What follows belongs to an exercise in optimizing a design on an open flow for small area and a short achievable clock period; a production flow would make more cautious choices.
RTL that was checked went through simulation tests only; none was proved equivalent to the original.
No functional check of the RTL was part of run 1.

==> flow/design.v (outline; a module is shown in full before it is edited, if it fits) <==
// module bfly_dot: 1145 lines
// module bfly_engine_top: 170 lines
module bfly_engine_top #(
  parameter int data_width = DATA_WIDTH,
  parameter int bu_par     = BU_PAR,
  parameter int frac_bits  = FRAC_BITS
) (
  input  logic                           clk,
  input  logic                           rst_n,
  input  logic                           up_vld,
  input  logic signed [data_width-1:0]   up_dat,
  input  logic                           cfg_we,
  input  logic [CFG_ADDR_W-1:0]          cfg_addr,
  input  logic [CFG_DATA_W-1:0]          cfg_wdata,
  output logic                           dn_vld,
  output logic [2*bu_par*data_width-1:0] dn_dat
);
  // ...
==> flow/flow/run.sh <==
#!/bin/bash
# The standard layout (the standard.sh, which runs the standard synthesis
# unchanged), with two ORFS arguments set:
#  - port buffers use buf_2 instead of the default delay-cell buffer;
#  - clock tree synthesis inserts no dummy balancing loads.
# Each tool's full output goes to the ORFS logs under orfs/logs, and the
# make output to standard.log here.
set -euo pipefail
export BUFFER_PORTS_ARGS="-buffer_cell sky130_fd_sc_hd__buf_2"
export CTS_ARGS="-sink_clustering_enable -repair_clock_nets -buf_list sky130_fd_sc_hd__clkbuf_8 -sink_clustering_size 20 -sink_clustering_max_diameter 50 -dont_use_dummy_load"
bash standard.sh > standard.log 2>&1
==> flow/standard.sh <==
#!/bin/bash
# synth_recipe.tcl (not shown) runs the flow's synth.tcl, then flattens the netlist and writes it again
# the make line also repeats each setting of config.mk as NAME=value (left out here)
make -C /OpenROAD-flow-scripts/flow DESIGN_CONFIG=/design/flow/config.mk WORK_HOME=/design/flow/orfs CLKGATE_MAP_FILE= SYNTH_SCRIPT=/design/flow/synth_recipe.tcl "${@:-finish}"
==> flow/config.mk <==
export PLATFORM = sky130hd
export DESIGN_NAME = bfly_engine_top
export DESIGN_NICKNAME = bfly_engine_top
export VERILOG_FILES = /design/flow/design.v
export SDC_FILE = /design/flow/constraint.sdc
export NUM_CORES = 4
export LEC_CHECK = 0
export CAP_MARGIN = 20
export CELL_PAD_IN_SITES_DETAIL_PLACEMENT = 1
export CELL_PAD_IN_SITES_GLOBAL_PLACEMENT = 1
export CORE_MARGIN = 2
export CORE_UTILIZATION = 30
export CTS_BUF_LIST = sky130_fd_sc_hd__clkbuf_8
export CTS_CLUSTER_DIAMETER = 50
export CTS_CLUSTER_SIZE = 20
export SETUP_SLACK_MARGIN = 5
export SLEW_MARGIN = 20
==> flow/constraint.sdc <==
create_clock -name core_clock -period 8.0 [get_ports {clk}]
set_input_delay 1.6000 -clock core_clock [delete_from_list [all_inputs] [get_ports {clk}]]
set_output_delay 1.6000 -clock core_clock [all_outputs]
set_load 0.01 [all_outputs]
==> flow_metrics.env, run 1 <==
export IMPL_clockBufferDepth=3
export IMPL_rsz0062_at_grt="yes"
export IMPL_dominant_cell_class="registers"
export IMPL_reg_top3="coef_q (256), coef_s (224)"
export IMPL_start_util=0.301
export IMPL_area_share_nonclk_buffers=0.0256
export IMPL_worstSetupPathType="register to output port"
export IMPL_min_to="dot_i.r984$_DFF_P_"
export IMPL_viasPerCell=4.93
export IMPL_seq_area_frac=0.579
export IMPL_grt_pass1_wl_um=212000
export IMPL_vias=30200
export IMPL_rows=152
export IMPL_synth_cells=3764
export IMPL_outcome="timing/DRC/antenna clean"
export IMPL_hold_viol=0
export IMPL_wl_met2_um=63300
export IMPL_inv_count=259
export IMPL_grt_use_met2=0.249
export IMPL_seq_cells=1289
export IMPL_synth_area_per_cell_um2=13.7
export IMPL_crit_slowest_cell="edfxtp_1"
export IMPL_drt_met1_wl_um=67400
export IMPL_drt_pass1_iter_count=5
export IMPL_r2r_end="dot_i.r808$_DFF_P_"
export IMPL_crit_arrival_ps=1450
export IMPL_timing_rr_start="dot_i.r327$_DFF_P_"
export IMPL_multi_input_area_mm2=0.0169
export IMPL_clk_pin_slew_ps=80
export IMPL_grt_max_degree=99
export IMPL_final_common_cell="edfxtp_1"
export IMPL_wl_met3_um=9400
export IMPL_final_area_mm2=0.0569
export IMPL_dp_cells=5979
==> run 2, diff against run 1 <==
--- a/flow/design.v
+++ b/flow/design.v
@@ -93,22 +93,17 @@
   logic c877, s878, c879, s880, c881, s882, c883, s884, c885, s886, c887, s888;
   logic c889, s890, c891, s892, c893, s894, c895, s896, c897, s898, c899, s900;
   logic c901, s902, c903, s904, c905, s906, c907, s908, c909, s910, c911, s912;
   logic c913, s914, c915, s916, c917, s918, c919, s920, c921, s922, c923, s924;
   logic c925, s926, c927, s928, c929, s930, c931, s932, c933, s934, c935, s936;
   logic c937, s938, c939, s940, c941, s942, c943, s944, c945, s946, c947, s948;
   logic c949, s950, c951, s952, c953, s954, c955, s956, c957, s958, c959, s960;
   logic c961, s962, c963, s964, c965, s966, c967, s968, c969, s970, c971, s972;
-  logic c973, s974, c975, s976, c977, s978, c979, r980, r981, r982, r983, r984;
-  logic r985, r986, r987, r988, r989, r990, r991, r992, r993, r994, r995, r996;
-  logic r997, r998, r999, r1000, r1001, r1002, r1003, r1004, r1005, r1006, r1007, r1008;
-  logic r1009, r1010, r1011, r1012, r1013, r1014, r1015, r1016, r1017, r1018, r1019, r1020;
-  logic r1021, r1022, r1023, r1024, r1025, r1026, r1027, r1028, r1029, r1030, r1031, r1032;
-  logic r1033, r1034, r1035, r1036, r1037;
+  logic c973, s974, c975, s976, c977, s978, c979;
   logic [15:0] a0_q;
   logic [15:0] a1_q;
   assign one1 = b0[0] ^ 1'b0;
   assign two2 = (b0[1] & ~b0[0] & ~1'b0) | (~b0[1] & b0[0] & 1'b0);
   assign neg3 = b0[1];
   assign pp7 = ((r4 & a0_q[0]) | (r5 & 1'b0)) ^ r6;
   assign pp8 = ((r4 & a0_q[1]) | (r5 & a0_q[0])) ^ r6;
   assign pp9 = ((r4 & a0_q[2]) | (r5 & a0_q[1])) ^ r6;
@@ -926,19 +921,26 @@
   assign c973 = (r836 & c923) | (r836 & s924) | (c923 & s924);
   assign s974 = r837 ^ r838 ^ c925;
   assign c975 = (r837 & r838) | (r837 & c925) | (r838 & c925);
   assign s976 = r839 ^ r840;
   assign c977 = r839 & r840;
   assign s978 = r841 ^ r842 ^ r843;
   assign c979 = (r841 & r842) | (r841 & r843) | (r842 & r843);
   logic [29:0] row0, row1, sum;
-  assign row0 = {r1036, r1034, r1032, r1030, r1028, r1026, r1024, r1022, r1020, r1018, r1016, r1014, r1012, r1010, r1008, r1006, r1004, r1002, r1000, r998, r996, r994, r992, r990, r988, r986, r984, r983, r982, r980};
-  assign row1 = {r1037, r1035, r1033, r1031, r1029, r1027, r1025, r1023, r1021, r1019, r1017, r1015, r1013, r1011, r1009, r1007, r1005, r1003, r1001, r999, r997, r995, r993, r991, r989, r987, r985, 1'b0, 1'b0, r981};
-  assign sum = row0 + row1;
+  assign row0 = {c977, c975, c973, c971, c969, c967, c965, c963, c961, c959, c957, c955, c953, c951, c949, c947, c945, c943, c941, c939, c937, c935, c933, c931, c929, c927, r743, r740, r739, r737};
+  assign row1 = {s978, s976, s974, s972, s970, s968, s966, s964, s962, s960, s958, s956, s954, s952, s950, s948, s946, s944, s942, s940, s938, s936, s934, s932, s930, s928, s926, 1'b0, 1'b0, r738};
+  logic [14:0] low;
+  logic [29:14] hi0, hi1, hi0_q, hi1_q;
+  logic cin_q;
+  assign low = row0[13:0] + row1[13:0];
+  assign hi0 = row0[29:14];
+  assign hi1 = row1[29:14];
+  assign sum[13:0] = '0;
+  assign sum[29:14] = hi0_q + hi1_q + 16'(cin_q);
   always_ff @(posedge clk) begin
     a0_q <= a0;
     a1_q <= a1;
     r4 <= one1;
     r5 <= two2;
     r6 <= neg3;
     r27 <= one24;
     r28 <= two25;
@@ -1087,74 +1089,19 @@
     r836 <= s731;
     r837 <= c732;
     r838 <= s733;
     r839 <= c734;
     r840 <= s735;
     r841 <= c654;
     r842 <= s655;
     r843 <= c736;
-    r980 <= r737;
-    r981 <= r738;
-    r982 <= r739;
-    r983 <= r740;
-    r984 <= r743;
-    r985 <= s926;
-    r986 <= c927;
-    r987 <= s928;
-    r988 <= c929;
-    r989 <= s930;
-    r990 <= c931;
-    r991 <= s932;
-    r992 <= c933;
-    r993 <= s934;
-    r994 <= c935;
-    r995 <= s936;
-    r996 <= c937;
-    r997 <= s938;
-    r998 <= c939;
-    r999 <= s940;
-    r1000 <= c941;
-    r1001 <= s942;
-    r1002 <= c943;
-    r1003 <= s944;
-    r1004 <= c945;
-    r1005 <= s946;
-    r1006 <= c947;
-    r1007 <= s948;
-    r1008 <= c949;
-    r1009 <= s950;
-    r1010 <= c951;
-    r1011 <= s952;
-    r1012 <= c953;
-    r1013 <= s954;
-    r1014 <= c955;
-    r1015 <= s956;
-    r1016 <= c957;
-    r1017 <= s958;
-    r1018 <= c959;
-    r1019 <= s960;
-    r1020 <= c961;
-    r1021 <= s962;
-    r1022 <= c963;
-    r1023 <= s964;
-    r1024 <= c965;
-    r1025 <= s966;
-    r1026 <= c967;
-    r1027 <= s968;
-    r1028 <= c969;
-    r1029 <= s970;
-    r1030 <= c971;
-    r1031 <= s972;
-    r1032 <= c973;
-    r1033 <= s974;
-    r1034 <= c975;
-    r1035 <= s976;
-    r1036 <= c977;
-    r1037 <= s978;
+    hi0_q <= hi0;
+    hi1_q <= hi1;
+    cin_q <= low[14];
   end
   assign y = sum[29:14];   
 endmodule
 `timescale 1ns/100ps
 import bfly_pkg::*;
 module bfly_engine_top #(
   parameter int data_width = DATA_WIDTH,
   parameter int bu_par     = BU_PAR,
--- a/flow/config.mk
+++ b/flow/config.mk
@@ -4,14 +4,14 @@
 export VERILOG_FILES = /design/flow/design.v
 export SDC_FILE = /design/flow/constraint.sdc
 export NUM_CORES = 4
 export LEC_CHECK = 0
 export CAP_MARGIN = 20
 export CELL_PAD_IN_SITES_DETAIL_PLACEMENT = 1
 export CELL_PAD_IN_SITES_GLOBAL_PLACEMENT = 1
 export CORE_MARGIN = 2
-export CORE_UTILIZATION = 30
+export CORE_UTILIZATION = 50
 export CTS_BUF_LIST = sky130_fd_sc_hd__clkbuf_8
 export CTS_CLUSTER_DIAMETER = 50
 export CTS_CLUSTER_SIZE = 20
 export SETUP_SLACK_MARGIN = 5
 export SLEW_MARGIN = 20
==> run 2 against run 1 <==
Against the previous run: synthesized cell count fell by 5.6%; non-clock buffer count increased by 4; worst setup slack better by 28 ps; critical path type unchanged; critical endpoint is now dn_dat[14]; highest routed layer is now met5.
==> flow_metrics.env, run 2 <==
export IMPL_coreArea_mm2=0.100
export IMPL_fin_skew_ps=126
export IMPL_die_h_um=322
export IMPL_finalSetupViolations=0
export IMPL_synthFlopType="edfxtp_1"
export IMPL_drt_pass1_iter_count=5
export IMPL_synth_area_per_cell_um2=14.3
export IMPL_rsz0062_at_grt="yes"
export IMPL_async_flop_share=0.0190
export IMPL_place_area_mm2=0.0527
export IMPL_cts_root_buffer="clkbuf_8"
export IMPL_clkSinkCount=1264
export IMPL_crit_path_max_fanout=1
export IMPL_required_ps=6400
export IMPL_ys_types=82
export IMPL_synth_nets=3884
export IMPL_vias=29000
export IMPL_min_from="mask_d[2][2]$_DFF_P_"
export IMPL_cp_end_kind="output port"
export IMPL_viasPerCell=5.78
export IMPL_place_congestion=0.882
export IMPL_crit_arrival_ps=1430
export IMPL_grt_max_degree=106
export IMPL_synth_most_common_cell="edfxtp_1"
export IMPL_worst_slew_pin_slew_ps=1090
export IMPL_synth_cells=3553
export IMPL_drv_slew=0
export IMPL_yosysWarnings=16
export IMPL_final_common_cell="edfxtp_1"
export IMPL_clk_pin_slew_ps=90
export IMPL_synth_top_cell_by_area="edfxtp_1"
export IMPL_htreeDepth=3
export IMPL_drt_initial_drc_count=2331
export IMPL_layout_min_cycle_time_ps=3030
export IMPL_synth_area_mm2=0.0507
export IMPL_hold_class="register to register"
export IMPL_cp_start_kind="register"
export IMPL_clockBufferDepth=3
export IMPL_path_delay_family="flip-flops"
export IMPL_io_buffers=184
export IMPL_largest_register="coef_q"
export IMPL_drive_gt1_frac=0.142
export IMPL_grt_ovfl_total=0
export IMPL_synthTopCellsByCount="696 x edfxtp_1, 544 x dfxtp_1, 276 x a22oi_1, 264 x inv_1, 215 x fa_1"
export IMPL_nets=4000
export IMPL_first_global_vias=31100
export IMPL_antenna_found_initial=10
export IMPL_min_delay_path_depth=0
export IMPL_rrSetupSlack_ps=5050
export IMPL_grt_usage=0.263
export IMPL_critPathMaxStageDelay_ps=450
export IMPL_hpwl_um=92400
export IMPL_clk_latency_ps=810
export IMPL_maxCapViolations=0
export IMPL_synth_top_area_share=0.412
export IMPL_tritoncts="done"
export IMPL_r2r_end="dot_i.r772$_DFF_P_"
export IMPL_reg_top3="coef_q (256), coef_s (224)"
export IMPL_wire_per_inst_um=27.1
export IMPL_netlist_top_cells_area="edfxtp_1 41%, dfxtp_1 21%, fa_1 8.5%, a22oi_1 4.1%, a22o_1 3.5%"
export IMPL_fin_crit_sh=0.378
export IMPL_path_buf_inv=1
export IMPL_cts_buffers=111
export IMPL_ios=185
export IMPL_crit_slowest_cell="edfxtp_1"
export IMPL_ys_seq_area_frac=0.639
export IMPL_max_freq_mhz=330
export IMPL_r2r_cells=6
export IMPL_fillers=9662
export IMPL_ant_nets=0
export IMPL_synth_edf_count=696
export IMPL_synth_seq_cells=1264
export IMPL_timing_rr_start="dot_i.a1_q[3]$_DFF_P_"
export IMPL_outcome="timing/DRC/antenna clean"
export IMPL_dieArea_mm2=0.104
export IMPL_min_to="mask_d[3][2]$_DFF_P_"
export IMPL_start_util=0.505
export IMPL_layout_common_cells="696 x edfxtp_1, 481 x dfxtp_1, 276 x a22oi_1"
export IMPL_drc=0
export IMPL_setup_tns_ps=0
export IMPL_hold_viol=0
export IMPL_ctsHoldBuffers=0
export IMPL_worstSetupPathType="register to output port"
export IMPL_rows=116
export IMPL_crit_chain="buf_2"
export IMPL_routed_wl_um=136000
export IMPL_grt_pass1_wl_um=203000
export IMPL_area_growth_syn_to_layout_pct=8.00
export IMPL_die_w_um=322
export IMPL_final_area_mm2=0.0547
export IMPL_largest_register_ffs=256
export IMPL_relSlewSlack=0.273
-- run 2: logic make-up (layout without fill, tap and decap cells) --
logic type               after synthesis  count (layout)  synth area share
AND/OR/NAND/NOR                      369             369            0.0361
XOR/XNOR                             312             312            0.0539
adder cells (fa/ha/maj)              275             275            0.0997
AO/OA/AOI/OAI                        755             755             0.116
buffers and inverters                511             625            0.0397
flip-flops                          1264            1264             0.639
multiplexers                          67              67            0.0155
other                                  0               4                 0
-- run 2: cell type report --
type / count / area, µm² / share of cell area
tap: 1357 / 1700 / 0.0310
sequential: 1264 / 32500 / 0.593
clock buffer: 111 / 1530 / 0.0279
timing repair buffer: 246 / 1500 / 0.0275
multi-input combinational: 1778 / 16500 / 0.302
inverter: 268 / 1020 / 0.0186
antenna: 4 / 10.0 / 0.000183
-- run 2: metal layers --
metal / global-route usage / share of wire / vias up
met2: 0.428 / 0.48 / 918
met5: 0 / 0.00035 / -
met3: 0.0387 / 0.060 / 242
met4: 0.0829 / 0.027 / 8
met1: 0.367 / 0.44 / 15100
li1: - / - / 12800
-- run 2: repair_timing --
item / 4_1_cts / 5_1_grt
resized for setup: 70 / 48
pin swaps: 3 / 2
gates cloned: 0 / 0
endpoints found under the setup margin: 178 / 194
buffers inserted: 8 / 9
-- run 2: metrics by stage --
stage	cells	utilization	setup slack (ps)	hold slack (ps)
4_1_cts	5013	0.543	4880	296
3_5_place_dp	4894	0.526	4370	313
6_report	5028	0.546	4970	294
5_1_grt	5026	0.546	4900	296
2_1_floorplan	3553	-	5030	310
3_3_place_gp	4893	0.525	4390	310
-- run 2: how the worst max path moves through the flow --
stage / start / to / slack, ps / cells after the start
floorplan: in_we$_DFF_PN0_ / perm_q[0]$_DFFE_PP_ / 5030 / 2
global placement: grp_done$_DFF_PN0_ / dot_i.a1_q[13]$_DFF_P_ / 4390 / 6
detailed placement: grp_done$_DFF_PN0_ / dot_i.a1_q[13]$_DFF_P_ / 4370 / 6
CTS: dn_dat[14]$_DFFE_PP_ / dn_dat[14] / 4880 / 1
global route: dn_dat[14]$_DFFE_PP_ / dn_dat[14] / 4900 / 1
finish: dn_dat[14]$_DFFE_PP_ / dn_dat[14] / 4970 / 1
==> run 3, diff against run 2 <==
--- a/flow/config.mk
+++ b/flow/config.mk
@@ -9,7 +9,7 @@
 export CELL_PAD_IN_SITES_DETAIL_PLACEMENT = 1
 export CELL_PAD_IN_SITES_GLOBAL_PLACEMENT = 1
 export CORE_MARGIN = 2
-export CORE_UTILIZATION = 50
+export CORE_UTILIZATION = 30
 export CTS_BUF_LIST = sky130_fd_sc_hd__clkbuf_8
 export CTS_CLUSTER_DIAMETER = 50
 export CTS_CLUSTER_SIZE = 20
==> run 3 against run 2 <==
Against the previous run: wire length up 0.77%; global-route usage is 11 points lower; fmax down 0.33%; non-clock buffer count increased by 9.
==> flow_metrics.env, run 3 <==
export IMPL_largest_register="coef_q"
export IMPL_grt_pass1_wl_um=203000
export IMPL_crit_slowest_cell="edfxtp_1"
export IMPL_htreeDepth=3
export IMPL_multi_input_area_mm2=0.0165
export IMPL_async_flop_share=0.0190
export IMPL_critPathMaxStageDelay_ps=410
export IMPL_start_util=0.303
export IMPL_cp_end_kind="output port"
export IMPL_crit_path_max_fanout=1
export IMPL_rrSetupSlack_ps=5060
export IMPL_relSlewSlack=0.306
export IMPL_largest_register_ffs=256
export IMPL_min_to="samp_s[3][6]$_DFFE_PP_"
export IMPL_synth_top_area_share=0.412
export IMPL_clk_latency_ps=940
export IMPL_outcome="timing/DRC/antenna clean"
export IMPL_synth_most_common_cell="edfxtp_1"
export IMPL_reg_top3="coef_q (256), coef_s (224)"
export IMPL_synth_area_per_cell_um2=14.3
export IMPL_grt_max_degree=97
export IMPL_first_global_vias=30300
export IMPL_ant_nets=0
export IMPL_rsz0062_at_grt="yes"
export IMPL_min_delay_path_depth=0
export IMPL_finalSetupViolations=0
export IMPL_ys_types=82
export IMPL_place_congestion=0.828
export IMPL_drv_slew=0
export IMPL_hold_class="register to register"
export IMPL_crit_arrival_ps=1440
export IMPL_io_buffers=184
export IMPL_clockBufferDepth=3
export IMPL_required_ps=6400
export IMPL_cts_root_buffer="clkbuf_8"
export IMPL_cts_buffers=116
export IMPL_dp_slack_ps=4240
export IMPL_tritoncts="done"
export IMPL_netlist_top_cells_area="edfxtp_1 41%, dfxtp_1 21%, fa_1 8.5%, a22oi_1 4.1%, a22o_1 3.5%"
export IMPL_die_h_um=415
export IMPL_worstSetupPathType="register to output port"
export IMPL_setup_slack_ps=4960
export IMPL_path_delay_family="flip-flops"
export IMPL_synth_edf_count=696
export IMPL_nets=4017
export IMPL_fin_skew_ps=178
export IMPL_setup_tns_ps=0
export IMPL_drive_gt1_frac=0.144
export IMPL_ys_seq_area_frac=0.639
export IMPL_routed_wl_um=137000
export IMPL_rows=150
export IMPL_grt_usage=0.157
export IMPL_synth_top_cell_by_area="edfxtp_1"
export IMPL_die_w_um=415
export IMPL_vias=28900
export IMPL_grt_ovfl_total=0
export IMPL_fin_crit_sh=0.380
export IMPL_drt_pass1_iter_count=6
export IMPL_r2r_end="dot_i.a1_q[8]$_DFF_P_"
export IMPL_synthTopCellsByCount="696 x edfxtp_1, 544 x dfxtp_1, 276 x a22oi_1, 264 x inv_1, 215 x fa_1"
export IMPL_hold_viol=0
export IMPL_synth_cells=3553
export IMPL_path_buf_inv=1
export IMPL_antenna_found_initial=11
export IMPL_drt_initial_drc_count=2156
export IMPL_dieArea_mm2=0.172
export IMPL_coreArea_mm2=0.167
export IMPL_fin_hold_ws_ps=297
export IMPL_min_from="slot[3][6]$_DFFE_PP_"
export IMPL_fillers=17600
export IMPL_viasPerCell=4.90
export IMPL_yosysWarnings=16
export IMPL_ios=185
export IMPL_synth_nets=3884
export IMPL_synth_seq_cells=1264
export IMPL_seqCellArea_mm2=0.0325
export IMPL_area_growth_syn_to_layout_pct=10.3
export IMPL_crit_chain="buf_2"
export IMPL_synthFlopType="edfxtp_1"
export IMPL_cp_start_kind="register"
export IMPL_timing_rr_start="step[1]$_DFFE_PN0P_"
export IMPL_max_freq_mhz=329
export IMPL_hpwl_um=90700
export IMPL_layout_common_cells="696 x edfxtp_1, 486 x dfxtp_1, 276 x a22oi_1"
export IMPL_r2r_cells=8
export IMPL_clk_pin_slew_ps=100
export IMPL_synth_area_mm2=0.0507
export IMPL_clkSinkCount=1264
export IMPL_drc=0
export IMPL_maxCapViolations=0
export IMPL_wire_per_inst_um=23.3
export IMPL_worst_slew_pin_slew_ps=1040
export IMPL_final_common_cell="edfxtp_1"
export IMPL_layout_min_cycle_time_ps=3040
-- run 3: metrics by stage --
stage                     area [µm²]   util  cells
after floorplan                50700      -   3553
after global placement         53800  0.322   5749
after detailed placement       53900  0.322   5751
after CTS                      55700  0.333   5880
after global routing           55900  0.334   5894
final                          55900  0.334   5896
-- run 3: how the worst max path moves through the flow --
stage                             to  depth (start not counted)                 start
3_3_place_gp   dot_i.a0_q[1]$_DFF_P_                          6    grp_done$_DFF_PN0_
5_1_grt                   dn_dat[86]                          1  dn_dat[86]$_DFFE_PP_
3_5_place_dp   dot_i.a0_q[1]$_DFF_P_                          6    grp_done$_DFF_PN0_
6_report                  dn_dat[70]                          1  dn_dat[70]$_DFFE_PP_
4_1_cts                   dn_dat[93]                          1  dn_dat[93]$_DFFE_PP_
2_1_floorplan    perm_q[0]$_DFFE_PP_                          2       in_we$_DFF_PN0_
-- run 3: repair_timing --
item / 4_1_cts / 5_1_grt
buffers inserted: 10 / 4
endpoints found under the setup margin: 248 / 203
hold buffers: 0 / 0
gates resized for setup: 53 / 32
pin swaps: 4 / 2
cloned: 3 / 0
-- run 3: final cells by class --
cell class / instances / share of cell area
Sequential cell: 1264 / 0.581
Multi-Input combinational cell: 1781 / 0.295
Tap cell: 2204 / 0.0493
Clock buffer: 116 / 0.0286
Timing Repair Buffer: 255 / 0.0281
Inverter: 268 / 0.0182
Antenna cell: 8 / 0.000358
-- run 3: kinds of logic after synthesis --
group	share of synthesized area
buffers and inverters	0.0397
XOR/XNOR	0.0539
flip-flops	0.639
AO/OA/AOI/OAI	0.116
AND/OR/NAND/NOR	0.0361
multiplexers	0.0155
adder cells (fa/ha/maj)	0.0997
-- run 3: layer usage --
layer / GRT usage / wire length, µm / up-vias
li1: - / - / 12900
met1: 0.214 / 62800 / 14900
met2: 0.256 / 63800 / 902
met3: 0.0252 / 6870 / 229
met4: 0.0457 / 3620 / 10
met5: 0 / 52 / -
==> run 4, diff against run 3 <==
--- a/flow/flow/run.sh
+++ b/flow/flow/run.sh
@@ -7,5 +7,5 @@
 # make output to standard.log here.
 set -euo pipefail
 export BUFFER_PORTS_ARGS="-buffer_cell sky130_fd_sc_hd__buf_2"
-export CTS_ARGS="-sink_clustering_enable -repair_clock_nets -buf_list sky130_fd_sc_hd__clkbuf_8 -sink_clustering_size 20 -sink_clustering_max_diameter 50 -dont_use_dummy_load"
+export CTS_ARGS="-sink_clustering_enable -repair_clock_nets -buf_list sky130_fd_sc_hd__clkbuf_8 -sink_clustering_size 25 -sink_clustering_max_diameter 40 -dont_use_dummy_load"
 bash standard.sh > standard.log 2>&1
--- a/flow/config.mk
+++ b/flow/config.mk
@@ -9,7 +9,7 @@
 export CELL_PAD_IN_SITES_DETAIL_PLACEMENT = 1
 export CELL_PAD_IN_SITES_GLOBAL_PLACEMENT = 1
 export CORE_MARGIN = 2
-export CORE_UTILIZATION = 30
+export CORE_UTILIZATION = 50
 export CTS_BUF_LIST = sky130_fd_sc_hd__clkbuf_8
 export CTS_CLUSTER_DIAMETER = 50
 export CTS_CLUSTER_SIZE = 20
==> run 4 against run 3 <==
Against the previous run: die area decreased by 40%; worst setup slack worse by 17 ps; clock-buffer cell count is 30 higher; register-to-register slack better by 40 ps; final cell count fell by 14%; sequential share of layout area rose by 0.83 points; flip-flop and latch count is the same; clock skew shrank 74 ps; via count increased by 1.1%; non-clock buffer count fell by 18; critical endpoint is now dn_dat[14]; highest routed layer unchanged.
==> flow_metrics.env, run 4 <==
export IMPL_synth_simple_area_share=0.0361
export IMPL_hold_viol=0
export IMPL_max_freq_mhz=328
export IMPL_final_util=0.550
export IMPL_synth_nets=3884
export IMPL_synthTopCellsByCount="696 x edfxtp_1, 544 x dfxtp_1, 276 x a22oi_1, 264 x inv_1, 215 x fa_1"
export IMPL_rows=116
export IMPL_antenna_found_initial=9
export IMPL_grt_usage=0.265
export IMPL_die_w_um=322
export IMPL_synth_fa_ha_area_frac=0.0997
export IMPL_min_delay_path_depth=0
export IMPL_min_from="mask_d[1][6]$_DFF_P_"
export IMPL_synth_top_family_by_area="compound AO/OA/AOI/OAI gates"
export IMPL_setup_tns_ps=0
export IMPL_tritoncts="done"
export IMPL_async_flop_share=0.0190
export IMPL_worst_slew_pin_slew_ps=1100
export IMPL_routed_wl_um=137000
export IMPL_r2r_cells=7
export IMPL_worstSetupPathType="register to output port"
export IMPL_r2r_end="dot_i.a1_q[14]$_DFF_P_"
export IMPL_synth_most_common_cell="edfxtp_1"
export IMPL_netlist_top_cells_area="edfxtp_1 41%, dfxtp_1 21%, fa_1 8.5%, a22oi_1 4.1%, a22o_1 3.5%"
export IMPL_synth_cells=3553
export IMPL_yosysWarnings=16
export IMPL_cts_root_buffer="clkbuf_8"
export IMPL_grt_util_met3=0.0467
export IMPL_clk_pin_slew_ps=80
export IMPL_crit_path_max_fanout=1
export IMPL_required_ps=6400
export IMPL_crit_arrival_ps=1450
export IMPL_grt_max_degree=106
export IMPL_viasPerCell=5.79
export IMPL_drive_gt1_frac=0.149
export IMPL_synth_top_cell_by_area="edfxtp_1"
export IMPL_path_delay_family="flip-flops"
export IMPL_fin_crit_sh=0.382
export IMPL_coreArea_mm2=0.100
export IMPL_place_congestion=0.882
export IMPL_min_to="mask_d[2][6]$_DFF_P_"
export IMPL_wire_per_inst_um=27.1
export IMPL_synth_xor_area_frac=0.0539
export IMPL_use_met1=0.367
export IMPL_grt_pass1_wl_um=204000
export IMPL_fin_skew_ps=104
export IMPL_nets=4027
export IMPL_synth_area_mm2=0.0507
export IMPL_largest_register="coef_q"
export IMPL_clkSinkCount=1264
export IMPL_ys_seq_area_frac=0.639
export IMPL_cp_start_kind="register"
export IMPL_timing_rr_start="step[2]$_DFFE_PN0P_"
export IMPL_rsz0062_at_grt="yes"
export IMPL_drv_slew=0
export IMPL_layout_min_cycle_time_ps=3050
export IMPL_finalSetupViolations=0
export IMPL_cp_end_kind="output port"
export IMPL_ys_types=82
export IMPL_clockBufferDepth=3
export IMPL_layout_common_cells="696 x edfxtp_1, 478 x dfxtp_1, 276 x a22oi_1"
export IMPL_drt_pass1_iter_count=5
export IMPL_relSlewSlack=0.267
export IMPL_gr_max_usage_layer="met2"
export IMPL_synth_top_area_share=0.412
export IMPL_synth_edf_count=696
export IMPL_ant_nets=0
export IMPL_synth_area_per_cell_um2=14.3
export IMPL_critPathMaxStageDelay_ps=450
export IMPL_drt_initial_drc_count=2307
export IMPL_io_buffers=184
export IMPL_start_util=0.505
export IMPL_vias=29200
export IMPL_outcome="timing/DRC/antenna clean"
export IMPL_cts_buffers=146
export IMPL_reg_top3="coef_q (256), coef_s (224)"
export IMPL_crit_chain="buf_2"
export IMPL_synthFlopType="edfxtp_1"
export IMPL_htreeDepth=4
export IMPL_dieArea_mm2=0.104
export IMPL_grt_use_met2=0.425
export IMPL_synth_seq_cells=1264
export IMPL_first_global_vias=31300
export IMPL_synth_compound_area_frac=0.116
export IMPL_clk_latency_ps=850
export IMPL_crit_slowest_cell="edfxtp_1"
export IMPL_area_growth_syn_to_layout_pct=8.78
export IMPL_maxCapViolations=0
export IMPL_largest_register_ffs=256
export IMPL_hold_class="register to register"
export IMPL_synth_mux_area_frac=0.0155
export IMPL_grt_ovfl_total=0
export IMPL_hpwl_um=92400
export IMPL_ios=185
export IMPL_die_h_um=322
export IMPL_drc=0
export IMPL_path_buf_inv=1
export IMPL_final_common_cell="edfxtp_1"
export IMPL_rrSetupSlack_ps=5100
## run 4: per-stage QoR
step                      setup slack (ps)  area (µm²)  std cells  hold slack, ps
final                                 4950       55100       5054             320
after floorplan                       5030       50700       3553             310
after CTS                             4870       54900       5045             320
after global placement                4390       52700       4893             310
after global routing                  4880       55100       5053             325
after detailed placement              4370       52700       4894             313
## run 4: logic make-up after synthesis
kind of cell | Yosys count
flip-flops | 1264
XOR/XNOR | 312
AO/OA/AOI/OAI | 755
AND/OR/NAND/NOR | 369
multiplexers | 67
adder cells (fa/ha/maj) | 275
buffers and inverters | 511
## run 4: cell type report
type	instances	area [µm²]
fill	9632	45200
sequential	1264	32500
multi-input combinational	1779	16500
antenna	3	7.51
inverter	268	1020
timing repair buffer	237	1430
tap	1357	1700
clock buffer	146	2010
## run 4: what timing repair did
item | in CTS | in global routing
cloned | 0 | 1
buffers inserted | 5 | 4
setup endpoints to repair | 203 | 196
hold buffers | 0 | 0
pin swaps | 3 | 1
gates resized for setup | 65 | 55
## run 4: metal layers
layer | routed length, µm | part of all wire
met3 | 8290 | 0.061
met5 | 34 | 0.00025
met1 | 59700 | 0.44
met4 | 4100 | 0.030
met2 | 64700 | 0.47
## run 4: worst max path at each step
| stage | start | to | slack (ps) | cells after the start |
|---|---|---|---|---|
| 2_1_floorplan | in_we$_DFF_PN0_ | perm_q[0]$_DFFE_PP_ | 5030 | 2 |
| 3_3_place_gp | grp_done$_DFF_PN0_ | dot_i.a1_q[13]$_DFF_P_ | 4390 | 6 |
| 3_5_place_dp | grp_done$_DFF_PN0_ | dot_i.a1_q[13]$_DFF_P_ | 4370 | 6 |
| 4_1_cts | dn_dat[14]$_DFFE_PP_ | dn_dat[14] | 4870 | 1 |
| 5_1_grt | dn_dat[14]$_DFFE_PP_ | dn_dat[14] | 4880 | 1 |
| 6_report | dn_dat[14]$_DFFE_PP_ | dn_dat[14] | 4950 | 1 |
==> run 5, diff against run 4 <==
--- a/flow/flow/run.sh
+++ b/flow/flow/run.sh
@@ -7,5 +7,5 @@
 # make output to standard.log here.
 set -euo pipefail
 export BUFFER_PORTS_ARGS="-buffer_cell sky130_fd_sc_hd__buf_2"
-export CTS_ARGS="-sink_clustering_enable -repair_clock_nets -buf_list sky130_fd_sc_hd__clkbuf_8 -sink_clustering_size 25 -sink_clustering_max_diameter 40 -dont_use_dummy_load"
+export CTS_ARGS="-sink_clustering_enable -repair_clock_nets -buf_list sky130_fd_sc_hd__clkbuf_16 -sink_clustering_size 30 -sink_clustering_max_diameter 60 -dont_use_dummy_load"
 bash standard.sh > standard.log 2>&1
==> run 5 against run 4 <==
Against the previous run: highest routed layer unchanged; cell area up 0.47%.
==> flow_metrics.env, run 5 <==
export IMPL_wire_per_inst_um=27.2
export IMPL_stdcell_count=5000
export IMPL_worstSetupPathType="register to output port"
export IMPL_netlist_top_cells_area="edfxtp_1 41%, dfxtp_1 21%, fa_1 8.5%, a22oi_1 4.1%, a22o_1 3.5%"
export IMPL_hpwl_um=92400
export IMPL_crit_chain="buf_2"
export IMPL_fillers=9576
export IMPL_async_flop_share=0.0190
export IMPL_synthFlopType="edfxtp_1"
export IMPL_cts_root_buffer="clkbuf_16"
export IMPL_synth_area_per_cell_um2=14.3
export IMPL_reg_top3="coef_q (256), coef_s (224)"
export IMPL_crit_path_max_fanout=1
export IMPL_ctsHoldBuffers=0
export IMPL_path_buf_inv=1
export IMPL_finalSetupViolations=0
export IMPL_rsz0062_at_grt="no"
export IMPL_die_h_um=322
export IMPL_ant_nets=0
export IMPL_maxCapViolations=0
export IMPL_worst_slew_pin_slew_ps=1110
export IMPL_setup_slack_ps=5060
export IMPL_cp_start_kind="register"
export IMPL_drv_slew=0
export IMPL_critPathMaxStageDelay_ps=450
export IMPL_rrSetupSlack_ps=5090
export IMPL_synth_seq_cells=1264
export IMPL_crit_start="dn_dat[88]$_DFFE_PP_"
export IMPL_cp_depth=1
export IMPL_synthTopCellsByCount="696 x edfxtp_1, 544 x dfxtp_1, 276 x a22oi_1, 264 x inv_1, 215 x fa_1"
export IMPL_fin_skew_ps=97.7
export IMPL_coreArea_mm2=0.100
export IMPL_die_w_um=322
export IMPL_timing_rr_start="step[1]$_DFFE_PN0P_"
export IMPL_grt_pass1_wl_um=204000
export IMPL_dp_cells=4894
export IMPL_max_freq_mhz=340
export IMPL_fin_crit_sh=0.367
export IMPL_clk_pin_slew_ps=90
export IMPL_clockBufferDepth=3
export IMPL_dp_slack_ps=4370
export IMPL_yosysWarnings=16
export IMPL_drt_initial_drc_count=2388
export IMPL_antenna_found_initial=8
export IMPL_ios=185
export IMPL_synth_top_area_share=0.412
export IMPL_r2r_end="dot_i.a1_q[13]$_DFF_P_"
export IMPL_required_ps=6400
export IMPL_r2r_cells=7
export IMPL_cts_buffers=94
export IMPL_area_growth_syn_to_layout_pct=9.29
export IMPL_ys_types=82
export IMPL_synth_edf_count=696
export IMPL_routed_wl_um=136000
export IMPL_drt_pass1_iter_count=6
export IMPL_grt_max_degree=106
export IMPL_io_buffers=184
export IMPL_vias=29000
export IMPL_synth_most_common_cell="edfxtp_1"
export IMPL_grt_usage=0.264
export IMPL_layout_min_cycle_time_ps=2940
export IMPL_path_delay_family="flip-flops"
export IMPL_viasPerCell=5.80
export IMPL_grt_ovfl_total=0
export IMPL_start_util=0.505
export IMPL_outcome="timing/DRC/antenna clean"
export IMPL_place_congestion=0.882
export IMPL_largest_register="coef_q"
export IMPL_htreeDepth=3
export IMPL_tritoncts="done"
export IMPL_hold_viol=0
export IMPL_drive_gt1_frac=0.136
export IMPL_clk_latency_ps=710
export IMPL_layout_common_cells="696 x edfxtp_1, 482 x dfxtp_1, 276 x a22oi_1"
export IMPL_synth_area_mm2=0.0507
export IMPL_synth_nets=3884
export IMPL_dieArea_mm2=0.104
export IMPL_cp_end_kind="output port"
export IMPL_final_common_cell="edfxtp_1"
export IMPL_crit_arrival_ps=1340
export IMPL_hold_class="register to register"
export IMPL_relSlewSlack=0.260
export IMPL_rows=116
export IMPL_largest_register_ffs=256
export IMPL_crit_end="dn_dat[88]"
export IMPL_clkSinkCount=1264
export IMPL_crit_slowest_cell="edfxtp_1"
export IMPL_synth_cells=3553
export IMPL_ys_seq_area_frac=0.639
export IMPL_nets=3975
export IMPL_final_util=0.552
export IMPL_setup_tns_ps=0
export IMPL_first_global_vias=31000
export IMPL_drc=0
export IMPL_synth_top_cell_by_area="edfxtp_1"
[run 5: cell counts after synthesis]
Identical to the previous run, type by type.
[run 5: final cells by class]
class / count / area (µm²) / share of cell area
clock buffers: 94 / 2350 / 0.0425
flip-flops and latches: 1264 / 32500 / 0.586
repair buffers: 238 / 1370 / 0.0247
multi-input cells: 1778 / 16500 / 0.298
diodes: 1 / 2.50 / 0.0000452
inverters: 268 / 1020 / 0.0183
well taps: 1357 / 1700 / 0.0307
[run 5: cell families (layout without fill, tap and decap cells)]
kind of cell	after synthesis	in the layout	synth area share
adder cells (fa/ha/maj)	275	275	0.0997
buffers and inverters	511	600	0.0397
AO/OA/AOI/OAI	755	755	0.116
XOR/XNOR	312	312	0.0539
other	0	1	0
flip-flops	1264	1264	0.639
multiplexers	67	67	0.0155
AND/OR/NAND/NOR	369	369	0.0361
[run 5: metal layers]
| metal | wire length (µm) | up-vias | global-route usage |
|---|---|---|---|
| met2 | 64600 | 905 | 0.429 |
| met5 | 34 | - | 0 |
| li1 | - | 12800 | - |
| met3 | 7730 | 239 | 0.0395 |
| met4 | 3970 | 6 | 0.0829 |
| met1 | 59900 | 15100 | 0.368 |
[run 5: through the flow]
| stage | instance area, µm² | hold WS [ps] |
|---|---|---|
| 2_1_floorplan | 50700 | 310 |
| 3_3_place_gp | 52700 | 310 |
| 3_5_place_dp | 52700 | 313 |
| 4_1_cts | 55200 | 288 |
| 5_1_grt | 55400 | 308 |
| 6_report | 55400 | 289 |
[run 5: how the worst min path moves through the flow]
stage | from | endpoint | depth (start not counted)
floorplan | mask_d[1][0]$_DFF_P_ | mask_d[2][0]$_DFF_P_ | 0
global placement | mask_d[2][0]$_DFF_P_ | mask_d[3][0]$_DFF_P_ | 0
detailed placement | mask_d[2][2]$_DFF_P_ | mask_d[3][2]$_DFF_P_ | 0
CTS | mask_d[2][2]$_DFF_P_ | mask_d[3][2]$_DFF_P_ | 0
global route | mask_d[2][2]$_DFF_P_ | mask_d[3][2]$_DFF_P_ | 0
finish | mask_d[2][2]$_DFF_P_ | mask_d[3][2]$_DFF_P_ | 0
[run 5: timing repair]
action / CTS / global route
setup buffers: 6 / 5
setup endpoints to repair: 79 / 66
pin swaps: 3 / 0
resized for setup: 58 / 43
endpoints found under the hold margin: 0 / 0
==> run 6, diff against run 5 <==
--- a/flow/flow/run.sh
+++ b/flow/flow/run.sh
@@ -7,5 +7,5 @@
 # make output to standard.log here.
 set -euo pipefail
 export BUFFER_PORTS_ARGS="-buffer_cell sky130_fd_sc_hd__buf_2"
-export CTS_ARGS="-sink_clustering_enable -repair_clock_nets -buf_list sky130_fd_sc_hd__clkbuf_16 -sink_clustering_size 30 -sink_clustering_max_diameter 60 -dont_use_dummy_load"
+export CTS_ARGS="-sink_clustering_enable -repair_clock_nets -buf_list sky130_fd_sc_hd__clkbuf_16 -sink_clustering_size 40 -sink_clustering_max_diameter 60 -dont_use_dummy_load"
 bash standard.sh > standard.log 2>&1
==> run 6 against run 5 <==
Against the previous run: still clean; critical path depth is the same; cell area is the same; largest cell class unchanged.
==> flow_metrics.env, run 6 <==
export IMPL_dp_cells=4894
export IMPL_synth_area_per_cell_um2=14.3
export IMPL_routed_wl_um=136000
export IMPL_cts_buffers=94
export IMPL_io_buffers=184
export IMPL_wl_met2_um=64600
export IMPL_wire_per_inst_um=27.2
export IMPL_outcome="timing/DRC/antenna clean"
export IMPL_async_flop_share=0.0190
export IMPL_cts_root_buffer="clkbuf_16"
export IMPL_path_buf_inv=1
export IMPL_largest_register="coef_q"
export IMPL_synth_top_area_share=0.412
export IMPL_hold_viol=0
export IMPL_drv_slew=0
export IMPL_synth_fa_ha_area_frac=0.0997
export IMPL_crit_chain="buf_2"
export IMPL_ys_types=82
export IMPL_worst_slew_pin_slew_ps=1110
export IMPL_synth_area_mm2=0.0507
export IMPL_path_delay_family="flip-flops"
export IMPL_synth_cells=3553
export IMPL_crit_slowest_cell="edfxtp_1"
export IMPL_synth_mux_area_frac=0.0155
export IMPL_htreeDepth=3
export IMPL_ant_nets=0
export IMPL_grt_pass1_wl_um=204000
export IMPL_clockBufferDepth=3
export IMPL_ys_seq_area_frac=0.639
export IMPL_area_growth_syn_to_layout_pct=9.29
export IMPL_top_layer_used="met5"
export IMPL_drc=0
export IMPL_relSlewSlack=0.260
export IMPL_synth_simple_area_share=0.0361
export IMPL_crit_path_max_fanout=1
export IMPL_cp_end_kind="output port"
export IMPL_critPathMaxStageDelay_ps=450
export IMPL_synth_most_common_cell="edfxtp_1"
export IMPL_stdcell_count=5000
export IMPL_synthTopCellsByCount="696 x edfxtp_1, 544 x dfxtp_1, 276 x a22oi_1, 264 x inv_1, 215 x fa_1"
export IMPL_worstSetupPathType="register to output port"
export IMPL_finalSetupViolations=0
export IMPL_die_h_um=322
export IMPL_maxCapViolations=0
export IMPL_clkSinkCount=1264
export IMPL_clk_latency_ps=710
export IMPL_largest_register_ffs=256
export IMPL_layout_common_cells="696 x edfxtp_1, 482 x dfxtp_1, 276 x a22oi_1"
export IMPL_hold_class="register to register"
export IMPL_yosysWarnings=16
export IMPL_drt_met1_wl_um=59900
export IMPL_drt_initial_drc_count=2388
export IMPL_cp_start_kind="register"
export IMPL_grt_usage=0.264
export IMPL_grt_ovfl_total=0
export IMPL_wl_met3_um=7730
export IMPL_synth_nets=3884
export IMPL_ios=185
export IMPL_reg_top3="coef_q (256), coef_s (224)"
export IMPL_vias=29000
export IMPL_first_global_vias=31000
export IMPL_netlist_top_cells_area="edfxtp_1 41%, dfxtp_1 21%, fa_1 8.5%, a22oi_1 4.1%, a22o_1 3.5%"
export IMPL_dieArea_mm2=0.104
export IMPL_synth_seq_cells=1264
export IMPL_crit_arrival_ps=1340
export IMPL_drt_pass1_iter_count=6
export IMPL_synthFlopType="edfxtp_1"
export IMPL_clk_pin_slew_ps=90
export IMPL_synth_top_cell_by_area="edfxtp_1"
export IMPL_fin_crit_sh=0.367
export IMPL_antenna_found_initial=8
export IMPL_place_congestion=0.882
export IMPL_nets=3975
export IMPL_tritoncts="done"
export IMPL_die_w_um=322
export IMPL_start_util=0.505
export IMPL_drive_gt1_frac=0.136
export IMPL_max_freq_mhz=340
export IMPL_viasPerCell=5.80
export IMPL_setup_tns_ps=0
export IMPL_ctsHoldBuffers=0
export IMPL_rsz0062_at_grt="no"
export IMPL_synth_top_family_by_area="compound AO/OA/AOI/OAI gates"
export IMPL_synth_edf_count=696
export IMPL_required_ps=6400
export IMPL_fin_skew_ps=97.7
export IMPL_coreArea_mm2=0.100
export IMPL_hpwl_um=92400
export IMPL_layout_min_cycle_time_ps=2940
export IMPL_synth_xor_area_frac=0.0539
export IMPL_final_common_cell="edfxtp_1"
export IMPL_grt_max_degree=106
export IMPL_rows=116
export IMPL_synth_compound_area_frac=0.116
[run 6: cell type report]
type | instances | area, µm²
fill | 9576 | 44900
antenna | 1 | 2.50
tap | 1357 | 1700
sequential | 1264 | 32500
inverter | 268 | 1020
timing repair buffer | 238 | 1370
clock buffer | 94 | 2350
multi-input combinational | 1778 | 16500
[run 6: path summary, 6_finish.rpt]
check | start | end | slack (ps) | depth (start not counted)
setup / recovery | dn_dat[88]$_DFFE_PP_ | dn_dat[88] | 5060 | 1
hold / removal | mask_d[2][2]$_DFF_P_ | mask_d[3][2]$_DFF_P_ | 290 | 0
setup reg to reg | step[1]$_DFFE_PN0P_ | dot_i.a1_q[13]$_DFF_P_ | 5090 | 7
hold reg to reg | mask_d[2][2]$_DFF_P_ | mask_d[3][2]$_DFF_P_ | 290 | 0
max in group asynchronous | rst_n | grp_done$_DFF_PN0_ | 6180 | 1
min in group asynchronous | rst_n | cfg_set[3]$_DFFE_PN0P_ | 1080 | 1
[run 6: kinds of logic (layout without fill, tap and decap cells)]
group           Yosys count  count (layout)
flops                  1264            1264
compound gates          755             755
buf+inv                 511             600
simple gates            369             369
xor+xnor                312             312
fa+ha+maj               275             275
mux                      67              67
other cells               0               1
[run 6: metal layers]
| layer | up-vias | global-route usage |
|---|---|---|
| li1 | 12800 | - |
| met3 | 239 | 0.0395 |
| met4 | 6 | 0.0829 |
| met2 | 905 | 0.429 |
| met1 | 15100 | 0.368 |
| met5 | - | 0 |
[run 6: what timing repair did]
item / 4_1_cts / 5_1_grt
resized for setup: 58 / 43
setup endpoints to repair: 79 / 66
pin swaps: 3 / 0
buffers inserted: 6 / 5
[run 6: through the flow]
stage          utilization  hold WS, ps  instance area [µm²]  worst slack [ps]
6_report             0.552          289                55400              5060
5_1_grt              0.552          308                55400              5000
4_1_cts              0.551          288                55200              4980
3_5_place_dp         0.526          313                52700              4370
3_3_place_gp         0.525          310                52700              4390
2_1_floorplan            -          310                50700              5030
==> module bfly_engine_top, before the edit <==
module bfly_engine_top #(
  parameter int data_width = DATA_WIDTH,
  parameter int bu_par     = BU_PAR,
  parameter int frac_bits  = FRAC_BITS
) (
  input  logic                           clk,
  input  logic                           rst_n,
  input  logic                           up_vld,
  input  logic signed [data_width-1:0]   up_dat,
  input  logic                           cfg_we,
  input  logic [CFG_ADDR_W-1:0]          cfg_addr,
  input  logic [CFG_DATA_W-1:0]          cfg_wdata,
  output logic                           dn_vld,
  output logic [2*bu_par*data_width-1:0] dn_dat
);
  localparam int DW = 16;
  logic                  in_vld, in_we;
  logic [DW-1:0]         in_dat;
  logic [CFG_ADDR_W-1:0] in_addr;
  logic [CFG_DATA_W-1:0] in_wdata;
  always_ff @(posedge clk or negedge rst_n) begin
    if (!rst_n) begin
      in_vld <= 1'b0;
      in_we  <= 1'b0;
    end else begin
      in_vld <= up_vld;
      in_we  <= cfg_we;
    end
  end
  always_ff @(posedge clk) begin
    in_dat   <= up_dat;
    in_addr  <= cfg_addr;
    in_wdata <= cfg_wdata;
  end
  logic [2:0]    lane_cnt;
  logic          grp_last;            
  logic          grp_done;            
  logic [DW-1:0] slot [7];
  logic [DW-1:0] samp_s [8];
  assign grp_last = in_vld && (lane_cnt == 3'd7);
  always_ff @(posedge clk or negedge rst_n) begin
    if (!rst_n) begin
      lane_cnt <= '0;
      grp_done <= 1'b0;
    end else begin
      grp_done <= grp_last;
      if (in_vld) lane_cnt <= lane_cnt + 3'd1;
    end
  end
  always_ff @(posedge clk) begin
    for (int k = 0; k < 7; k++) begin
      if (in_vld && lane_cnt == 3'(k)) slot[k] <= in_dat;
    end
    if (grp_last) begin
      for (int j = 0; j < 7; j++) samp_s[j] <= slot[j];
      samp_s[7] <= in_dat;
    end
  end
  logic [9:0]    cfg_set;
  logic [23:0]   perm_q, rec_q;
  logic [DW-1:0] coef_q [16];
  logic [23:0]   perm_eff, rec_eff;
  logic [DW-1:0] coef_eff [16];
  logic [23:0]   ident;
  always_ff @(posedge clk or negedge rst_n) begin
    if (!rst_n) begin
      cfg_set <= '0;
    end else if (in_we) begin
      for (int w = 0; w < 10; w++) begin
        if (in_addr == 4'(w)) cfg_set[w] <= 1'b1;
      end
    end
  end
  always_ff @(posedge clk) begin
    if (in_we) begin
      if (in_addr == 4'd0) perm_q <= in_wdata[23:0];
      if (in_addr == 4'd1) rec_q  <= in_wdata[23:0];
      for (int m = 0; m < 8; m++) begin
        if (in_addr == 4'(2 + m)) begin
          coef_q[2*m]   <= in_wdata[15:0];
          coef_q[2*m+1] <= in_wdata[31:16];
        end
      end
    end
  end
  for (genvar i = 0; i < 8; i++) begin : g_ident
    assign ident[3*i +: 3] = 3'(i);
  end
  assign perm_eff = cfg_set[0] ? perm_q : ident;
  assign rec_eff  = cfg_set[1] ? rec_q  : ident;
  for (genvar n = 0; n < 16; n++) begin : g_coef_eff
    assign coef_eff[n] = cfg_set[2 + n/2] ? coef_q[n] : '0;
  end
  logic [2*DW-1:0] coef_s [7];
  logic [23:0]     perm_s;
  logic [23:0]     rec_s;
  logic            busy;                
  logic [2:0]      step;
  logic            act;
  logic [2:0]      k_now;
  logic [5:0]      perm_pair;
  logic [2*DW-1:0] coef_pair;
  logic [23:0]     rec_now;
  always_ff @(posedge clk or negedge rst_n) begin
    if (!rst_n) begin
      busy <= 1'b0;
      step <= '0;
    end else begin
      if (grp_done) begin
        busy <= 1'b1;
        step <= 3'd1;
      end else if (busy) begin
        step <= step + 3'd1;
        if (step == 3'd7) busy <= 1'b0;
      end
    end
  end
  always_ff @(posedge clk) begin
    if (grp_done) begin
      rec_s  <= rec_eff;
      perm_s <= perm_eff;
    end
    for (int m = 0; m < 7; m++) begin
      if (grp_done || m == 6) begin
        coef_s[m] <= {coef_eff[4*((m+1)/2) + 2 + (m+1)%2], coef_eff[4*((m+1)/2) + (m+1)%2]};
      end else begin
        coef_s[m] <= coef_s[m+1];
      end
    end
  end
  assign act       = grp_done || busy;
  assign k_now     = grp_done ? 3'd0 : step;
  assign perm_pair = grp_done ? perm_eff[5:0] : perm_s[6*step[2:1] +: 6];
  assign coef_pair = grp_done ? {coef_eff[2], coef_eff[0]} : coef_s[0];
  assign rec_now   = grp_done ? rec_eff : rec_s;
  logic [DW-1:0] y;
  logic [7:0]    mask;
  logic [7:0]    mask_d [DOT_STAGES+1];
  logic          last_d [DOT_STAGES+1];
  bfly_dot dot_i (
    .clk (clk),
    .a0  (samp_s[perm_pair[2:0]]),
    .a1  (samp_s[perm_pair[5:3]]),
    .b0  (coef_pair[DW-1:0]),
    .b1  (coef_pair[2*DW-1:DW]),
    .y   (y)
  );
  for (genvar i = 0; i < 8; i++) begin : g_mask
    assign mask[i] = act && (rec_now[3*i +: 3] == k_now);
  end
  assign mask_d[0] = mask;
  assign last_d[0] = busy && (step == 3'd7);
  always_ff @(posedge clk or negedge rst_n) begin
    if (!rst_n) begin
      for (int s = 1; s <= DOT_STAGES; s++) last_d[s] <= 1'b0;
      dn_vld <= 1'b0;
    end else begin
      for (int s = 1; s <= DOT_STAGES; s++) last_d[s] <= last_d[s-1];
      dn_vld <= last_d[DOT_STAGES];
    end
  end
  always_ff @(posedge clk) begin
    for (int s = 1; s <= DOT_STAGES; s++) mask_d[s] <= mask_d[s-1];
  end
  always_ff @(posedge clk) begin
    for (int i = 0; i < 8; i++) begin
      if (mask_d[DOT_STAGES][i]) dn_dat[DW*i +: DW] <= y;
    end
  end
endmodule
==> run 7, diff against run 6 <==
--- a/flow/design.v
+++ b/flow/design.v
@@ -1219,6 +1219,16 @@
       end
     end
   end
+  logic [23:0] perm_byp;
+  logic [5:0]  sel_q;
+  assign perm_byp = (in_we && in_addr == 4'd0) ? in_wdata[23:0] : perm_eff;
+  always_ff @(posedge clk) begin
+    if (grp_last) begin
+      sel_q <= perm_byp[5:0];
+    end else if (busy && step[0] && step != 3'd7) begin
+      sel_q <= perm_s[6*(step[2:1]+2'd1) +: 6];
+    end
+  end
   always_ff @(posedge clk) begin
     if (grp_done) begin
       rec_s  <= rec_eff;
@@ -1234,7 +1244,7 @@
   end
   assign act       = grp_done || busy;
   assign k_now     = grp_done ? 3'd0 : step;
-  assign perm_pair = grp_done ? perm_eff[5:0] : perm_s[6*step[2:1] +: 6];
+  assign perm_pair = sel_q;
   assign coef_pair = grp_done ? {coef_eff[2], coef_eff[0]} : coef_s[0];
   assign rec_now   = grp_done ? rec_eff : rec_s;
   logic [DW-1:0] y;
--- a/flow/flow/run.sh
+++ b/flow/flow/run.sh
@@ -7,5 +7,5 @@
 # make output to standard.log here.
 set -euo pipefail
 export BUFFER_PORTS_ARGS="-buffer_cell sky130_fd_sc_hd__buf_2"
-export CTS_ARGS="-sink_clustering_enable -repair_clock_nets -buf_list sky130_fd_sc_hd__clkbuf_16 -sink_clustering_size 40 -sink_clustering_max_diameter 60 -dont_use_dummy_load"
+export CTS_ARGS="-sink_clustering_enable -repair_clock_nets -buf_list sky130_fd_sc_hd__clkbuf_16 -sink_clustering_size 30 -sink_clustering_max_diameter 60 -dont_use_dummy_load"
 bash standard.sh > standard.log 2>&1
==> run 7 against run 6 <==
Against the previous run: still clean on timing, DRC and antenna; register-to-register slack worse by 70 ps; global-route usage is 0.91 points lower; clock-buffer cell count is 5 higher; critical path depth is 4 higher; synthesized cell count is 9.8% higher; fmax is 1.6% lower; worst hold slack better by 20 ps; synthesized area is 0.77% higher; worst setup slack worse by 47 ps; largest cell class unchanged.
==> flow_metrics.env, run 7 <==
export IMPL_outcome="timing/DRC/antenna clean"
export IMPL_crit_path_frequent_cell="fa_1"
export IMPL_cts_root_buffer="clkbuf_16"
export IMPL_ios=185
export IMPL_critPathMaxStageDelay_ps=790
export IMPL_ant_nets=0
export IMPL_crit_path_max_fanout=16
export IMPL_grt_pass1_wl_um=199000
export IMPL_start_util=0.503
export IMPL_synth_top_cell_by_area="edfxtp_1"
export IMPL_grt_usage=0.255
export IMPL_first_global_vias=31800
export IMPL_yosysWarnings=16
export IMPL_io_buffers=184
export IMPL_clk_pin_slew_ps=80
export IMPL_reg_top3="coef_q (256), coef_s (224)"
export IMPL_die_w_um=324
export IMPL_vias=29500
export IMPL_synth_edf_count=696
export IMPL_fin_skew_ps=103
export IMPL_rsz0062_at_grt="yes"
export IMPL_cp_end_kind="register"
export IMPL_drt_pass1_iter_count=6
export IMPL_coreArea_mm2=0.102
export IMPL_r2r_cells=5
export IMPL_fin_crit_sh=0.373
export IMPL_crit_arrival_ps=3500
export IMPL_crit_chain="a22oi_1 > xnor2_1 > fa_1 > fa_1 > fa_1"
export IMPL_viasPerCell=5.51
export IMPL_htreeDepth=3
export IMPL_synthTopCellsByCount="696 x edfxtp_1, 544 x dfxtp_1, 473 x inv_1, 281 x nand2_1, 272 x o21ai_0"
export IMPL_largest_register="coef_q"
export IMPL_worstSetupPathType="register to register"
export IMPL_fin_hold_ws_ps=309
export IMPL_worst_slew_pin_slew_ps=1110
export IMPL_min_delay_path_depth=0
export IMPL_relSlewSlack=0.263
export IMPL_async_flop_share=0.0190
export IMPL_synth_cells=3902
export IMPL_ys_types=64
export IMPL_synth_seq_cells=1264
export IMPL_grt_max_degree=226
export IMPL_hold_class="register to register"
export IMPL_layout_min_cycle_time_ps=2980
export IMPL_required_ps=8510
export IMPL_rows=117
export IMPL_synth_area_mm2=0.0511
export IMPL_synthFlopType="edfxtp_1"
export IMPL_max_freq_mhz=335
export IMPL_maxCapViolations=0
export IMPL_largest_register_ffs=256
export IMPL_cp_start_kind="register"
export IMPL_routed_wl_um=134000
export IMPL_wire_per_inst_um=25.0
export IMPL_antenna_found_initial=9
export IMPL_place_congestion=0.875
export IMPL_netlist_top_cells_area="edfxtp_1 41%, dfxtp_1 21%, fa_1 8.4%, a22oi_1 3.8%, inv_1 3.5%"
export IMPL_hpwl_um=88500
export IMPL_timing_rr_start="dot_i.r51$_DFF_P_"
export IMPL_hold_viol=0
export IMPL_drive_gt1_frac=0.116
export IMPL_synth_top_area_share=0.409
export IMPL_drc=0
export IMPL_tritoncts="done"
export IMPL_layout_common_cells="696 x edfxtp_1, 482 x dfxtp_1, 473 x inv_1"
export IMPL_nets=4310
export IMPL_synth_area_per_cell_um2=13.1
export IMPL_rrSetupSlack_ps=5020
export IMPL_clockBufferDepth=3
export IMPL_min_from="mask_d[2][2]$_DFF_P_"
export IMPL_min_to="mask_d[3][2]$_DFF_P_"
export IMPL_ys_seq_area_frac=0.634
export IMPL_dieArea_mm2=0.105
export IMPL_finalSetupViolations=0
export IMPL_synth_nets=4233
export IMPL_r2r_end="dot_i.r808$_DFF_P_"
export IMPL_area_growth_syn_to_layout_pct=9.21
export IMPL_drt_initial_drc_count=2089
export IMPL_final_common_cell="edfxtp_1"
export IMPL_cts_buffers=99
export IMPL_grt_ovfl_total=0
export IMPL_clkSinkCount=1264
export IMPL_synth_most_common_cell="edfxtp_1"
export IMPL_setup_tns_ps=0
export IMPL_drv_slew=0
export IMPL_die_h_um=324
export IMPL_crit_slowest_cell="dfxtp_1"
export IMPL_clk_latency_ps=720
[run 7: area by class of cell]
class / instances / area, µm²
fillers: 10100 / 45800
diodes: 2 / 5.00
multi-input cells: 1913 / 16100
inverters: 479 / 1800
flip-flops and latches: 1264 / 32500
clock buffers: 99 / 2480
repair buffers: 222 / 1250
well taps: 1368 / 1710
[run 7: worst max-delay path by stage]
stage	startpoint	slack, ps	depth (start not counted)	to
2_1_floorplan	dot_i.r75$_DFF_P_	5050	8	dot_i.r772$_DFF_P_
3_3_place_gp	dot_i.a0_q[9]$_DFF_P_	4790	6	dot_i.r759$_DFF_P_
3_5_place_dp	dot_i.a0_q[9]$_DFF_P_	4750	6	dot_i.r788$_DFF_P_
4_1_cts	dot_i.r279$_DFF_P_	4960	7	dot_i.r808$_DFF_P_
5_1_grt	dot_i.a1_q[14]$_DFF_P_	4960	7	dot_i.r808$_DFF_P_
6_report	dot_i.r51$_DFF_P_	5020	5	dot_i.r808$_DFF_P_
[run 7: logic make-up (layout without fill, tap and decap cells)]
group                      Yosys count  in the layout  share of synthesized area
DFF                               1264           1264                      0.634
buffers and inverters              726            800                     0.0542
adders and majority gates          275            275                     0.0990
other                                0              2                          0
and+or+nand+nor                    532            533                     0.0479
AOI/OAI and AO/OA                  710            710                     0.0889
muxes                               80             80                     0.0217
xor gates and xnor gates           315            315                     0.0540
[run 7: critical path: cells and delay by family (launching register included)]
family	cells	cell delay [ps]
compound gates	1	190
flops	1	790
xor+xnor	1	370
fa+ha+maj	3	1490
[run 7: metrics by stage]
step	util	std cells	area (µm²)	setup slack [ps]
finish	0.549	5347	55800	5020
global route	0.549	5345	55800	4960
CTS	0.548	5343	55600	4960
detailed placement	0.523	5243	53100	4750
global placement	0.523	5243	53100	4790
floorplan	-	3902	51100	5050
[run 7: routing by layer]
| metal | global-route usage | part of all wire |
|---|---|---|
| met5 | 0 | 0.000097 |
| met2 | 0.433 | 0.49 |
| met4 | 0.0880 | 0.029 |
| met3 | 0.0375 | 0.050 |
| met1 | 0.336 | 0.43 |
[run 7: timing repair]
action,CTS,global route
cloned,1,1
hold buffers,0,0
setup endpoints to repair,82,55
gates resized for setup,34,36
pin swaps,0,4
setup buffers,0,1

## what the ideal ports hide
Ports are ideal in the flow. The routed layouts listed here were re-timed in OpenROAD.
Step 1 (the two cells are an assumption about what drives the block):
set clk [get_ports {clk}]
set_driving_cell -lib_cell sky130_fd_sc_hd__clkbuf_16 $clk
set_driving_cell -lib_cell sky130_fd_sc_hd__buf_2 [delete_from_list [all_inputs] $clk]
Step 2 also shifts input and output timing later by t, the mid clock arrival at the registers, as if the neighbouring blocks saw the same clock.
Three values: ideal, step 1, step 2; two values: the first two.
run	shift t [ns]	slack for setup (ns)	worst setup path at the end	worst data-port slew with drivers (ns)
run 1	0.916	4.946 / 4.878 / 5.075	register to register	0.03
run 2	0.827	4.974 / 4.902 / 5.050	register to register	0.04
run 3	0.917	4.964 / 4.885 / 5.057	register to register	0.07
run 4	0.873	4.947 / 4.875 / 5.098	register to register	0.04
run 5	0.729	5.063 / 4.995 / 5.090	register to register	0.04
run 6	0.729	5.063 / 4.995 / 5.090	register to register	0.04
run 7	0.742	5.016 / 5.016 / 5.016	register to register	0.04
After both steps setup and hold are still met in every run listed.
